Background: an optimization exercise with open tools, aiming at small area. Do not read the settings as production practice. Function was checked by simulation only, so behaviour that the tests miss may differ from the original. Power is estimated from default activity; no workload was simulated.

`design/flow/flow/run.sh`:
```
#!/bin/bash
# Layout flow: the standard flow (standard.sh) with three changes:
#  - after the standard synthesis, its logic is mapped again for area: flip-flops and full-adder
#    cells keep their instances and names; each full adder may be flipped to its dual (all pins
#    inverted, the same function) where that saves inverters (fapol.py); then ABC maps all other
#    logic with an area-only script (remap1.ys, remap2.ys). The flow goes on from that netlist.
#  - clock tree: larger sink clusters on clkbuf_8 leaf buffers and no dummy loads
#  - port buffers: the smallest buffer cell instead of the resizer's pick
# Logs here: standard_synth.log, remap1.log, fapol.log, remap2.log, standard.log; ORFS's per-step
# logs under orfs/logs.
set -euo pipefail
export CTS_ARGS="-sink_clustering_enable -repair_clock_nets -dont_use_dummy_load -sink_clustering_size 24 -sink_clustering_max_diameter 40 -buf_list sky130_fd_sc_hd__clkbuf_8"
export BUFFER_PORTS_ARGS="-buffer_cell sky130_fd_sc_hd__buf_1"
R=$PWD/orfs/results/${FLOW_PLATFORM}/dither_top/base
LIB=$FLOW_HOME/platforms/${FLOW_PLATFORM}/lib/sky130_fd_sc_hd__tt_025C_1v80.lib
YOSYS=$FLOW_HOME/../tools/install/yosys/bin/yosys

bash standard.sh synth > standard_synth.log 2>&1
cp "$R/1_2_yosys.v" "$R/1_2_yosys_standard.v"
sed -e "s#LIBFILE#$LIB#g" -e "s#IN_NETLIST#$R/1_2_yosys_standard.v#" flow/remap1.ys > remap1_run.ys
"$YOSYS" -s remap1_run.ys > remap1.log 2>&1
python3 flow/fapol.py remap_pre.json remap_post.json > fapol.log 2>&1
sed -e "s#LIBFILE#$LIB#g" -e "s#OUT_NETLIST#$R/1_2_yosys.v#" flow/remap2.ys > remap2_run.ys
"$YOSYS" -s remap2_run.ys > remap2.log 2>&1
rm -f "$R/1_synth.odb" "$R/1_synth.sdc"
bash standard.sh finish > standard.log 2>&1
```
`design/flow/flow/fapol.py`:
```
#!/usr/bin/env python3
"""Choose the polarity of each full-adder cell to cut inverters between fixed cells.

A full adder is self-dual: inverting A, B and CIN inverts SUM and COUT. So any fa_1 can be
replaced by the same cell with inverters on all five pins, which is the same logic. Where the
standard synthesis left an inverter between a flip-flop, half adder or full adder and a full
adder, flipping the full adder can remove it; inverters on pins that face other logic are
absorbed when ABC maps that logic again. Reads and writes yosys JSON (module dither_top).
"""
import json, sys, random

src, dst = sys.argv[1], sys.argv[2]
d = json.load(open(src))
m = d["modules"]["dither_top"]
cells = m["cells"]
FIXED = ("sky130_fd_sc_hd__dfxtp_1", "sky130_fd_sc_hd__fa_1", "sky130_fd_sc_hd__ha_1")

drv = {}    # bit -> (cell, pin)
loads = {}  # bit -> [(cell, pin)]
for n, c in cells.items():
    for p, bits in c["connections"].items():
        dirn = c.get("port_directions", {}).get(p)
        for b in bits:
            if not isinstance(b, int):
                continue
            if dirn == "output":
                drv[b] = (n, p)
            else:
                loads.setdefault(b, []).append((n, p))

def src_of(bit):
    """follow NOT gates back from bit: (fixed cell or None, parity)"""
    par = 0
    seen = 0
    while True:
        if bit not in drv:
            return None, par
        n, p = drv[bit]
        t = cells[n]["type"]
        if t == "$_NOT_":
            bit = cells[n]["connections"]["A"][0]
            par ^= 1
            seen += 1
            if seen > 50 or not isinstance(bit, int):
                return None, par
            continue
        if t in FIXED:
            return n, par
        return None, par

fas = [n for n, c in cells.items() if c["type"] == "sky130_fd_sc_hd__fa_1"]
faset = set(fas)
# hard edges: (source cell, target cell, parity) between fixed cells through NOT gates only
edges = []
for n, c in cells.items():
    if c["type"] not in FIXED:
        continue
    for p, bits in c["connections"].items():
        if c["port_directions"][p] != "input":
            continue
        s, par = src_of(bits[0]) if isinstance(bits[0], int) else (None, 0)
        if s is not None and (s in faset or n in faset):
            edges.append((s, n, par))

x = {f: 0 for f in fas}
def cost():
    return sum(par ^ x.get(s, 0) ^ x.get(t, 0) for s, t, par in edges)
adj = {f: [] for f in fas}
for i, (s, t, par) in enumerate(edges):
    if s in adj: adj[s].append(i)
    if t in adj and t != s: adj[t].append(i)
def gain(f):
    g = 0
    for i in adj[f]:
        s, t, par = edges[i]
        cur = par ^ x.get(s, 0) ^ x.get(t, 0)
        g += 1 if cur else -1
    return g

best = dict(x); bestc = cost()
rng = random.Random(1)
for restart in range(200):
    if restart:
        x = {f: rng.randint(0, 1) if rng.random() < 0.3 else best[f] for f in fas}
    improved = True
    while improved:
        improved = False
        for f in fas:
            if gain(f) > 0:
                x[f] ^= 1
                improved = True
    c = cost()
    if c < bestc:
        best, bestc = dict(x), c
x = best
print(f"fapol: {len(fas)} full adders, {len(edges)} fixed-to-fixed links, odd links {sum(p for _,_,p in edges)} -> {bestc}, flipped {sum(x.values())}", file=sys.stderr)

# apply: put a NOT on every pin of each flipped full adder
nxt = [max([b for c in cells.values() for bits in c["connections"].values() for b in bits if isinstance(b, int)]) + 1]
def newbit():
    nxt[0] += 1
    return nxt[0] - 1
k = 0
for f in fas:
    if not x[f]:
        continue
    c = cells[f]
    for p in ("A", "B", "CIN"):
        b = c["connections"][p][0]
        nb = newbit()
        cells[f"$fapol${k}"] = {"hide_name": 1, "type": "$_NOT_", "parameters": {}, "attributes": {},
                                "port_directions": {"A": "input", "Y": "output"},
                                "connections": {"A": [b], "Y": [nb]}}
        k += 1
        c["connections"][p] = [nb]
    for p in ("SUM", "COUT"):
        b = c["connections"][p][0]
        nb = newbit()
        c["connections"][p] = [nb]
        cells[f"$fapol${k}"] = {"hide_name": 1, "type": "$_NOT_", "parameters": {}, "attributes": {},
                                "port_directions": {"A": "input", "Y": "output"},
                                "connections": {"A": [nb], "Y": [b]}}
        k += 1

# remove NOT-NOT pairs so that no fixed-to-fixed link is left as a bare wire through logic
portbits = set()
for nm, p in m["ports"].items():
    if p["direction"] == "output":
        portbits.update(b for b in p["bits"] if isinstance(b, int))
drv2 = {}
for n, c in cells.items():
    for p, bits in c["connections"].items():
        if c.get("port_directions", {}).get(p) == "output":
            for b in bits:
                drv2[b] = n
changed = True
while changed:
    changed = False
    repl = {}
    for n, c in cells.items():
        if c["type"] != "$_NOT_":
            continue
        a = c["connections"]["A"][0]
        d1 = drv2.get(a)
        if d1 is not None and cells[d1]["type"] == "$_NOT_":
            y = c["connections"]["Y"][0]
            if y not in portbits:
                repl[y] = cells[d1]["connections"]["A"][0]
    if repl:
        for n, c in cells.items():
            for p, bits in c["connections"].items():
                if c.get("port_directions", {}).get(p) == "input":
                    nb = [repl.get(b, b) if isinstance(b, int) else b for b in bits]
                    if nb != bits:
                        c["connections"][p] = nb
                        changed = True
json.dump(d, open(dst, "w"))
```
`design/flow/flow/remap1.ys`:
```
# Step 1 of the area re-map of the standard synthesis's netlist: flip-flops and full-adder cells
# stay as they are (same instances and names); every other cell is turned back into logic.
read_liberty -ignore_miss_func LIBFILE
read_verilog IN_NETLIST
hierarchy -top dither_top
setattr -mod -set keep_hierarchy 1 sky130_fd_sc_hd__dfxtp_1 sky130_fd_sc_hd__fa_1
flatten dither_top
read_liberty -lib -overwrite -ignore_miss_func LIBFILE
opt_clean
tee -o remap_before.txt stat -liberty LIBFILE dither_top
select dither_top
write_json -selected remap_pre.json
```
`design/flow/flow/remap2.ys`:
```
# Step 2: after fapol.py has chosen each full adder's polarity, ABC maps all logic between the
# flip-flops and full adders again, for area only.
read_liberty -lib -ignore_miss_func LIBFILE
read_json remap_post.json
hierarchy -top dither_top
abc -liberty LIBFILE -dont_use sky130_fd_sc_hd__lpflow_bleeder_1 -dont_use sky130_fd_sc_hd__lpflow_clkbufkapwr_1 -dont_use sky130_fd_sc_hd__lpflow_clkbufkapwr_16 -dont_use sky130_fd_sc_hd__lpflow_clkbufkapwr_2 -dont_use sky130_fd_sc_hd__lpflow_clkbufkapwr_4 -dont_use sky130_fd_sc_hd__lpflow_clkbufkapwr_8 -dont_use sky130_fd_sc_hd__lpflow_clkinvkapwr_1 -dont_use sky130_fd_sc_hd__lpflow_clkinvkapwr_16 -dont_use sky130_fd_sc_hd__lpflow_clkinvkapwr_2 -dont_use sky130_fd_sc_hd__lpflow_clkinvkapwr_4 -dont_use sky130_fd_sc_hd__lpflow_clkinvkapwr_8 -dont_use sky130_fd_sc_hd__lpflow_decapkapwr_12 -dont_use sky130_fd_sc_hd__lpflow_decapkapwr_3 -dont_use sky130_fd_sc_hd__lpflow_decapkapwr_4 -dont_use sky130_fd_sc_hd__lpflow_decapkapwr_6 -dont_use sky130_fd_sc_hd__lpflow_decapkapwr_8 -dont_use sky130_fd_sc_hd__lpflow_inputiso0n_1 -dont_use sky130_fd_sc_hd__lpflow_inputiso0p_1 -dont_use sky130_fd_sc_hd__lpflow_inputiso1n_1 -dont_use sky130_fd_sc_hd__lpflow_inputiso1p_1 -dont_use sky130_fd_sc_hd__lpflow_inputisolatch_1 -dont_use sky130_fd_sc_hd__lpflow_isobufsrc_1 -dont_use sky130_fd_sc_hd__lpflow_isobufsrc_16 -dont_use sky130_fd_sc_hd__lpflow_isobufsrc_2 -dont_use sky130_fd_sc_hd__lpflow_isobufsrc_4 -dont_use sky130_fd_sc_hd__lpflow_isobufsrc_8 -dont_use sky130_fd_sc_hd__lpflow_isobufsrckapwr_16 -dont_use sky130_fd_sc_hd__lpflow_lsbuf_lh_hl_isowell_tap_1 -dont_use sky130_fd_sc_hd__lpflow_lsbuf_lh_hl_isowell_tap_2 -dont_use sky130_fd_sc_hd__lpflow_lsbuf_lh_hl_isowell_tap_4 -dont_use sky130_fd_sc_hd__lpflow_lsbuf_lh_isowell_4 -dont_use sky130_fd_sc_hd__lpflow_lsbuf_lh_isowell_tap_1 -dont_use sky130_fd_sc_hd__lpflow_lsbuf_lh_isowell_tap_2 -dont_use sky130_fd_sc_hd__lpflow_lsbuf_lh_isowell_tap_4 -dont_use sky130_fd_sc_hd__probe_p_8 -dont_use sky130_fd_sc_hd__probec_p_8  -script +strash;dch,-f;amap;strash;dch,-f;amap;topo dither_top
opt_clean -purge
hilomap -singleton -hicell sky130_fd_sc_hd__conb_1 HI -locell sky130_fd_sc_hd__conb_1 LO dither_top
insbuf -buf sky130_fd_sc_hd__buf_4 A X dither_top
splitnets dither_top
opt_clean -purge
tee -o remap_after.txt stat -liberty LIBFILE dither_top
check -assert dither_top
select dither_top
write_verilog -noattr -nohex -nodec -selected OUT_NETLIST
```
`design/flow/standard.sh`:
```
#!/bin/bash
# synth_recipe.tcl (not shown) runs the flow's synth.tcl, then flattens the netlist and writes it again
# the make line also repeats each setting of config.mk as NAME=value (left out here)
make -C /OpenROAD-flow-scripts/flow DESIGN_CONFIG=/design/flow/config.mk WORK_HOME=/design/flow/orfs CLKGATE_MAP_FILE= SYNTH_SCRIPT=/design/flow/synth_recipe.tcl "${@:-finish}"
```
`design/flow/config.mk`:
```
export PLATFORM = sky130hd
export DESIGN_NAME = dither_top
export DESIGN_NICKNAME = dither_top
export VERILOG_FILES = /design/flow/design.v
export SDC_FILE = /design/flow/constraint.sdc
export NUM_CORES = 4
export LEC_CHECK = 0
export ABC_AREA = 1
export CAP_MARGIN = 20
export CORE_MARGIN = 2
export CORE_UTILIZATION = 60
export SLEW_MARGIN = 20
```
`design/flow/constraint.sdc`:
```
create_clock -name core_clock -period 7.0 [get_ports {clk}]
set_input_delay 1.4000 -clock core_clock [delete_from_list [all_inputs] [get_ports {clk}]]
set_output_delay 1.4000 -clock core_clock [all_outputs]
set_load 0.01 [all_outputs]
```
`design/flow/design.v`:
```
module luma_stage (
    input  logic [23:0] din,
    output logic [7:0]  gray
);
    logic [5:0] ls, lc;
    logic [7:0] lx, ly;
    logic [8:0] lcy;
    for (genvar i = 0; i < 6; i++) begin : g_csa
        assign ls[i] = din[18+i] ^ din[9+i] ^ din[2+i];
        assign lc[i] = (din[18+i] & din[9+i]) | (din[18+i] & din[2+i]) | (din[9+i] & din[2+i]);
    end
    assign lx = {1'b0, din[15], ls};
    assign ly = {1'b0, lc, 1'b0};
    assign lcy[0] = 1'b0;
    for (genvar i = 0; i < 8; i++) begin : g_add
        assign gray[i]  = lx[i] ^ ly[i] ^ lcy[i];
        assign lcy[i+1] = (lx[i] & ly[i]) | (lx[i] & lcy[i]) | (ly[i] & lcy[i]);
    end
endmodule
module clamp_add #(
    parameter int W       = 6,
    parameter bit IN_INV  = 1'b0,
    parameter bit OUT_INV = 1'b0
) (
    input  logic [7:0]   a,
    input  logic [W-1:0] t,
    output logic [7:0]   o
);
    logic [7:0] b, s, nv;
    logic [7:0] cy;
    logic       sg, hi, lo;
    assign sg = t[W-1];
    if (IN_INV) begin : g_inv
        assign b = ~{{(8-W){sg}}, t};
        assign cy[0] = 1'b1;
        assign hi = ~(sg | a[7] | cy[7]);
        assign lo = sg & a[7] & cy[7];
        for (genvar i = 0; i < 7; i++) begin : g_sat
            assign nv[i] = (~s[i] | hi) & ~lo;
        end
        assign nv[7] = ~((a[7] & sg) | (a[7] & cy[7]) | (sg & cy[7]));
    end else begin : g_pos
        assign b = {{(8-W){sg}}, t};
        assign cy[0] = 1'b0;
        assign hi = ~sg & a[7] & cy[7];
        assign lo = sg & ~a[7] & ~cy[7];
        for (genvar i = 0; i < 7; i++) begin : g_sat
            assign nv[i] = (s[i] | hi) & ~lo;
        end
        assign nv[7] = (a[7] & ~sg) | (a[7] & cy[7]) | (~sg & cy[7]);
    end
    for (genvar i = 0; i < 7; i++) begin : g_bit
        assign s[i]    = a[i] ^ b[i] ^ cy[i];
        assign cy[i+1] = (a[i] & b[i]) | (a[i] & cy[i]) | (b[i] & cy[i]);
    end
    assign o = OUT_INV ? ~nv : nv;
endmodule
module error_quantizer (
    input  logic [4:0] q_hi,
    input  logic       q_cy,
    output logic [5:0] w7,
    output logic [4:0] w5,
    output logic [3:0] w3,
    output logic [2:0] w1
);
    logic [4:0] qs;
    logic [5:0] qc;
    assign qc[0] = q_cy;
    for (genvar i = 0; i < 5; i++) begin : g_inc
        assign qs[i]   = q_hi[i] ^ qc[i];
        assign qc[i+1] = q_hi[i] & qc[i];
    end
    assign w3 = qs[4:1];
    assign w1 = {qs[4], qs[4] & qs[3], qs[4] ^ qs[3]};
    logic [4:0] d5;
    logic [5:0] c5;
    assign d5 = {{3{~qs[4] & qs[3]}}, qs[4] ^ qs[3], qs[3]};
    assign c5[0] = 1'b0;
    for (genvar i = 0; i < 5; i++) begin : g_w5
        assign w5[i]   = qs[i] ^ d5[i] ^ c5[i];
        assign c5[i+1] = (qs[i] & d5[i]) | (qs[i] & c5[i]) | (d5[i] & c5[i]);
    end
    logic [3:0] ua, ue, u;
    logic [4:0] cu;
    assign ua = {qs[4], qs[4], qs[3], qs[2]};
    assign ue = {1'b0, qs[1] & qs[0], qs[1] & ~qs[0], qs[1] ^ qs[0]};
    assign cu[0] = 1'b0;
    for (genvar i = 0; i < 4; i++) begin : g_u
        assign u[i]    = ua[i] ^ ue[i] ^ cu[i];
        assign cu[i+1] = (ua[i] & ue[i]) | (ua[i] & cu[i]) | (ue[i] & cu[i]);
    end
    logic [3:0] fa4, fu;
    logic [4:0] c7;
    assign fa4 = {qs[4], qs[4], qs[3], qs[2]};
    assign fu  = {u[3], u[3], u[3], u[2]};
    assign w7[1:0] = u[1:0];
    assign c7[0] = 1'b0;
    for (genvar i = 0; i < 4; i++) begin : g_w7
        assign w7[i+2] = fa4[i+0] ^ fu[i] ^ c7[i];
        assign c7[i+1] = (fa4[i] & fu[i]) | (fa4[i] & c7[i]) | (fu[i] & c7[i]);
    end
endmodule
module dither_top (
    input  logic [23:0] din,
    input  logic        clk,
    input  logic        rst,
    input  logic        hs_in,
    input  logic        vs_in,
    input  logic        de_in,
    output logic [23:0] dout,
    output logic        hs_out,
    output logic        vs_out,
    output logic        de_out
);
    localparam int NST = 52;
    localparam int NGR = 50;
    logic [NST-1:0] de_sr;
    logic [NST-1:0] hs_sr;
    logic [NST-1:0] vs_sr;
    always_ff @(posedge clk) begin
        de_sr <= {de_sr[NST-2:0], de_in};
        hs_sr <= {hs_sr[NST-2:0], hs_in};
        vs_sr <= {vs_sr[NST-2:0], vs_in};
    end
    logic [4:0] q_hi;    
    logic       q_cy;    
    logic       de_q;
    logic [5:0] w7;
    logic [4:0] w5;
    logic [3:0] w3;
    logic [2:0] w1;
    localparam logic [11:0] COL_RST = 12'd4045;
    logic       all_ok;      
    logic       col_zero;
    logic       ok50;        
    logic       ok51;        
    logic       col_en;
    assign ok50 = all_ok | col_zero;
    assign ok51 = all_ok;
    assign de_q = de_sr[50] & ok50;
    always_ff @(posedge clk) begin
        all_ok <= ~rst & ok50;
    end
    error_quantizer error_quantizer_i (
        .q_hi (q_hi),
        .q_cy (q_cy),
        .w7   (w7),
        .w5   (w5),
        .w3   (w3),
        .w1   (w1)
    );
    logic [11:0] col;
    logic [12:0] ccy;
    assign col_zero = (col == 12'd0);
    assign col_en = (~ok50) | de_q;
    assign ccy[0] = 1'b1;
    for (genvar i = 0; i < 12; i++) begin : g_col
        assign ccy[i+1] = ccy[i] & col[i];
        always_ff @(posedge clk) begin
            col[i] <= rst ? COL_RST[i] : (col_en & (col[i] ^ ccy[i]));
        end
    end
    logic in_line;
    logic ok_m2, ok_m1, ok_0, ok_p1, ok_p2;
    assign in_line = de_q && (col[11:5] == 7'd0);
    assign ok_m2 = in_line && (col[4:0] >= 5'd2) && (col[4:0] < 5'd18);
    assign ok_m1 = in_line && (col[4:0] >= 5'd1) && (col[4:0] < 5'd17);
    assign ok_0  = in_line && (col[4:0] < 5'd16);
    assign ok_p1 = in_line && (col[4:0] < 5'd15);
    assign ok_p2 = in_line && (col[4:0] < 5'd14);
    logic [7:0] gr [NGR];        
    logic [7:0] nv [NGR+1];
    localparam logic [NGR-1:0] INV = 50'b10000000000000000000010101111111111111111111101010;
    luma_stage luma_stage_i (
        .din  (din),
        .gray (nv[0])
    );
    logic [2:0] t1;
    assign t1 = ok_p2 ? w1 : '0;
    clamp_add #(.W(3), .IN_INV(1'b0), .OUT_INV(1'b1)) tap1_i (
        .a (gr[0]),
        .t (t1),
        .o (nv[1])
    );
    logic [3:0] t2;
    assign t2 = ok_p1 ? w3 : '0;
    clamp_add #(.W(4), .IN_INV(1'b1), .OUT_INV(1'b0)) tap2_i (
        .a (gr[1]),
        .t (t2),
        .o (nv[2])
    );
    logic [4:0] t3;
    assign t3 = ok_0 ? w5 : '0;
    clamp_add #(.W(5), .IN_INV(1'b0), .OUT_INV(1'b1)) tap3_i (
        .a (gr[2]),
        .t (t3),
        .o (nv[3])
    );
    logic [3:0] t4;
    assign t4 = ok_m1 ? w3 : '0;
    clamp_add #(.W(4), .IN_INV(1'b1), .OUT_INV(1'b0)) tap4_i (
        .a (gr[3]),
        .t (t4),
        .o (nv[4])
    );
    logic [2:0] t5;
    assign t5 = ok_m2 ? w1 : '0;
    clamp_add #(.W(3), .IN_INV(1'b0), .OUT_INV(1'b1)) tap5_i (
        .a (gr[4]),
        .t (t5),
        .o (nv[5])
    );
    assign nv[6] = gr[5];
    assign nv[7] = gr[6];
    assign nv[8] = gr[7];
    assign nv[9] = gr[8];
    assign nv[10] = gr[9];
    assign nv[11] = gr[10];
    assign nv[12] = gr[11];
    assign nv[13] = gr[12];
    assign nv[14] = gr[13];
    assign nv[15] = gr[14];
    assign nv[16] = gr[15];
    assign nv[17] = gr[16];
    assign nv[18] = gr[17];
    assign nv[19] = gr[18];
    assign nv[20] = gr[19];
    assign nv[21] = gr[20];
    assign nv[22] = gr[21];
    assign nv[23] = gr[22];
    assign nv[24] = gr[23];
    logic [3:0] t25;
    assign t25 = ok_p2 ? w3 : '0;
    clamp_add #(.W(4), .IN_INV(1'b1), .OUT_INV(1'b0)) tap25_i (
        .a (gr[24]),
        .t (t25),
        .o (nv[25])
    );
    logic [4:0] t26;
    assign t26 = ok_p1 ? w5 : '0;
    clamp_add #(.W(5), .IN_INV(1'b0), .OUT_INV(1'b1)) tap26_i (
        .a (gr[25]),
        .t (t26),
        .o (nv[26])
    );
    logic [5:0] t27;
    assign t27 = ok_0 ? w7 : '0;
    clamp_add #(.W(6), .IN_INV(1'b1), .OUT_INV(1'b0)) tap27_i (
        .a (gr[26]),
        .t (t27),
        .o (nv[27])
    );
    logic [4:0] t28;
    assign t28 = ok_m1 ? w5 : '0;
    clamp_add #(.W(5), .IN_INV(1'b0), .OUT_INV(1'b1)) tap28_i (
        .a (gr[27]),
        .t (t28),
        .o (nv[28])
    );
    logic [3:0] t29;
    assign t29 = ok_m2 ? w3 : '0;
    clamp_add #(.W(4), .IN_INV(1'b1), .OUT_INV(1'b0)) tap29_i (
        .a (gr[28]),
        .t (t29),
        .o (nv[29])
    );
    assign nv[30] = gr[29];
    assign nv[31] = gr[30];
    assign nv[32] = gr[31];
    assign nv[33] = gr[32];
    assign nv[34] = gr[33];
    assign nv[35] = gr[34];
    assign nv[36] = gr[35];
    assign nv[37] = gr[36];
    assign nv[38] = gr[37];
    assign nv[39] = gr[38];
    assign nv[40] = gr[39];
    assign nv[41] = gr[40];
    assign nv[42] = gr[41];
    assign nv[43] = gr[42];
    assign nv[44] = gr[43];
    assign nv[45] = gr[44];
    assign nv[46] = gr[45];
    assign nv[47] = gr[46];
    assign nv[48] = gr[47];
    logic [4:0] t49;
    assign t49 = ok_p2 ? w5 : '0;
    clamp_add #(.W(5), .IN_INV(1'b0), .OUT_INV(1'b1)) tap49_i (
        .a (gr[48]),
        .t (t49),
        .o (nv[49])
    );
    logic [5:0] t50;
    assign t50 = ok_p1 ? w7 : '0;
    clamp_add #(.W(6), .IN_INV(1'b1), .OUT_INV(1'b0)) tap50_i (
        .a (gr[49]),
        .t (t50),
        .o (nv[50])
    );
    always_ff @(posedge clk) begin
        for (int k = 0; k < NGR; k++) gr[k] <= nv[k];
        q_hi <= nv[NGR][7:3];
        q_cy <= nv[NGR][7] & nv[NGR][2] & nv[NGR][1] & nv[NGR][0];
    end
    logic lvl;
    always_ff @(posedge clk) begin
        lvl <= q_hi[4];
    end
    assign dout   = {24{lvl}};
    assign de_out = de_sr[51] & ok51;
    assign hs_out = hs_sr[51] & ok51;
    assign vs_out = vs_sr[51] & ok51;
endmodule
```
==> flow_metrics.env <==
export IMPL_start_util_pct=60.6
export IMPL_grt_remaining_overflow=0
export IMPL_postCtsSetupBuffers=0
export IMPL_cts_htree_levels=2
export IMPL_worstPathArrival_ns=6.22
export IMPL_synth_area_mm2=0.0151
export IMPL_tns_ns=0
export IMPL_vias_per_cell=4.63
export IMPL_status="no timing/DRC/antenna violations"
export IMPL_setup_viol=0
export IMPL_die_area_mm2=0.0265
export IMPL_power_leakage_nw=6.54
export IMPL_clk_path_buf_depth=3
export IMPL_dpl_hpwl_mm=12.9
export IMPL_slew_headroom_pct=52.4
export IMPL_clk_pin_slew_ns=0.10
export IMPL_max_stage_delay_ns=0.48
export IMPL_fillers=1883
export IMPL_rsz0062_at_grt="no"
export IMPL_hold_violations=0
export IMPL_grt_usage_pct=15.3
export IMPL_finalWorstSetupSlack_ns=1.22
export IMPL_drtIter0Drc=343
export IMPL_syn_nets=1151
export IMPL_grt_antenna_before_repair=0
export IMPL_worst_path_max_fanout=15
export IMPL_gp_congestion=0.899
export IMPL_post_cts_resized=0
export IMPL_syn_inst=1034
export IMPL_path_buf_inv=3
export IMPL_place_ws_ns=1.27
export IMPL_die_y_um=163
export IMPL_wl_mm=18.7
export IMPL_ctsHoldBuffers=0
export IMPL_routedWlPerCell_um=13.0
export IMPL_ir_drop_uv=250
export IMPL_slew_viol_final=0
export IMPL_ant_nets=0
export IMPL_period_share_pct=82.5
export IMPL_vias=6653
export IMPL_hold_depth=0
export IMPL_grt_max_degree=25
export IMPL_maxCapViolations=0
export IMPL_crit_chain="nor3_1, clkinv_1, nor2_1, nand2_1, nor2_1, nor2_1, nor2_1, nand2_1, nor2_1, buf_4, clkinv_1, or2_0, nor2_1, nand2_1, fa_1, fa_1, fa_1, fa_1, fa_1, fa_1, or3_1, a21oi_1"
export IMPL_cp_start_kind="flop"
export IMPL_grt_pass1_vias=6767
export IMPL_worst_setup_path_type="flop to flop"
export IMPL_fin_util_pct=65.0
export IMPL_antenna_cells=0
export IMPL_die_w_um=163
export IMPL_cp_end_kind="flop"
export IMPL_dp_cells=1393
export IMPL_cts_tree="yes"
export IMPL_core_mm2=0.0250
export IMPL_syn_avg_cell_area_um2=14.6
export IMPL_area_delta_synth_final_pct=7.12
export IMPL_fin_nets=1227
export IMPL_max_slew_worst_pin_slew_ns=0.713
export IMPL_cts_made_buffers=45
export IMPL_drive_above_1_share_pct=4.69
export IMPL_grt_pass1_wl_mm=32.1
export IMPL_crit_cells=22
export IMPL_critical_path_top_delay_family="adder cells"
export IMPL_reg2reg_depth=22
export IMPL_dr_pass1_iters=4
export IMPL_cts_root_buf="clkbuf_8"
export IMPL_max_clock_freq_mhz=173
export IMPL_route_detailed_drc=0
export IMPL_rows=58
export IMPL_p_per_area_mw_per_mm2=371
export IMPL_ios=56
export IMPL_yosysWarningCount=5
export IMPL_worstPathRequired_ns=7.44
export IMPL_port_buffers=50
export IMPL_worst_skew_pair_late_latency_ns=0.56
export IMPL_fin_skew_ns=0.0704
export IMPL_instances_no_fill=1438
export IMPL_finalCriticalPeriod_ns=5.78
export IMPL_slowest_stage="or3_1"
export IMPL_clock_sinks=576
export IMPL_hold_path_class="flop to flop"
-- stage by stage --
step	power, mW	hold slack [ns]	area, um2
floorplan	4.48	0.310	15100
global placement	4.63	0.310	15600
detailed placement	4.65	0.312	15600
CTS	6.13	0.279	16200
global route	6.37	0.270	16200
finish	6.02	0.277	16200
-- final timing paths --
path,start,to,slack [ns]
worst max-delay path,col[1],gr[25][1],1.22
worst min-delay path,gr[32][0],gr[33][0],0.28
worst max register to register,col[1],gr[25][1],1.22
worst min register to register,gr[32][0],gr[33][0],0.28
-- cell type report --
| cell class | count | area [um2] | share of cell area, % |
|---|---|---|---|
| clock buffers | 45 | 619 | 3.82 |
| well taps | 330 | 413 | 2.55 |
| flip-flops and latches | 576 | 11500 | 71.1 |
| repair buffers | 57 | 240 | 1.48 |
| multi-input cells | 387 | 3250 | 20.1 |
| inverters | 43 | 161 | 0.995 |
-- report_power, final --
group          leakage [nW]  internal (mW)  switching, mW  total, mW
sequential             4.85           4.07          0.250       4.32
combinational          1.37          0.117          0.119      0.236
clock                 0.324          0.576          0.881       1.46
-- per-layer routing --
layer  GRT usage (%)  up-vias  part of all wire, %
li1                -     3398                    -
met1            21.1     3100                   48
met2            23.6      106                   44
met3            3.59       49                  4.4
met4            6.15        0                  3.3
met5               0        -                    0
-- state kept, by name, indices dropped and copies added, names as in the netlist --
name and flops:
all_ok 1, col 12, de_sr 52, gr 400, hs_sr 52, lvl 1
q_cy 1, q_hi 5, vs_sr 52
-- cell usage in the layout (no fill, tap or decap), types with 7 or more instances in the layout --
cell type / count
nor2_1: 63
nor3_1: 7
clkbuf_8: 45
nand2_1: 37
o21ai_0: 76
buf_1: 50
buf_4: 7
dfxtp_1: 576
or2_0: 17
fa_1: 88
a21oi_1: 39
or3_1: 11
clkinv_1: 43

-- what the ideal ports hide --
How much do the figures lean on ideal ports? The routed layout below was timed once more, with nothing changed but the port constraints.
Step 1: set_driving_cell puts a clkbuf_16 on clk and a buf_2 on each other input, an assumption about the parent block.
Step 2 times the ports against the registers' clock, not the clock port: input delays grow and output delays shrink by t, the midpoint of the rising clock arrivals with the driver on.
Three values: no drivers, after step 1, after step 2; two values: the first two.
t (ns): 0.578
setup WS [ns]: 1.224 / 1.224 / 1.224
hold slack, ns: 0.277 / 0.277 / 0.277
worst slew at a driven data input, ns: 0.03
After both steps this run still meets setup and hold. For this run, drivers alone change the setup slack by 0.000 ns; drivers and shift together by 0.000 ns.
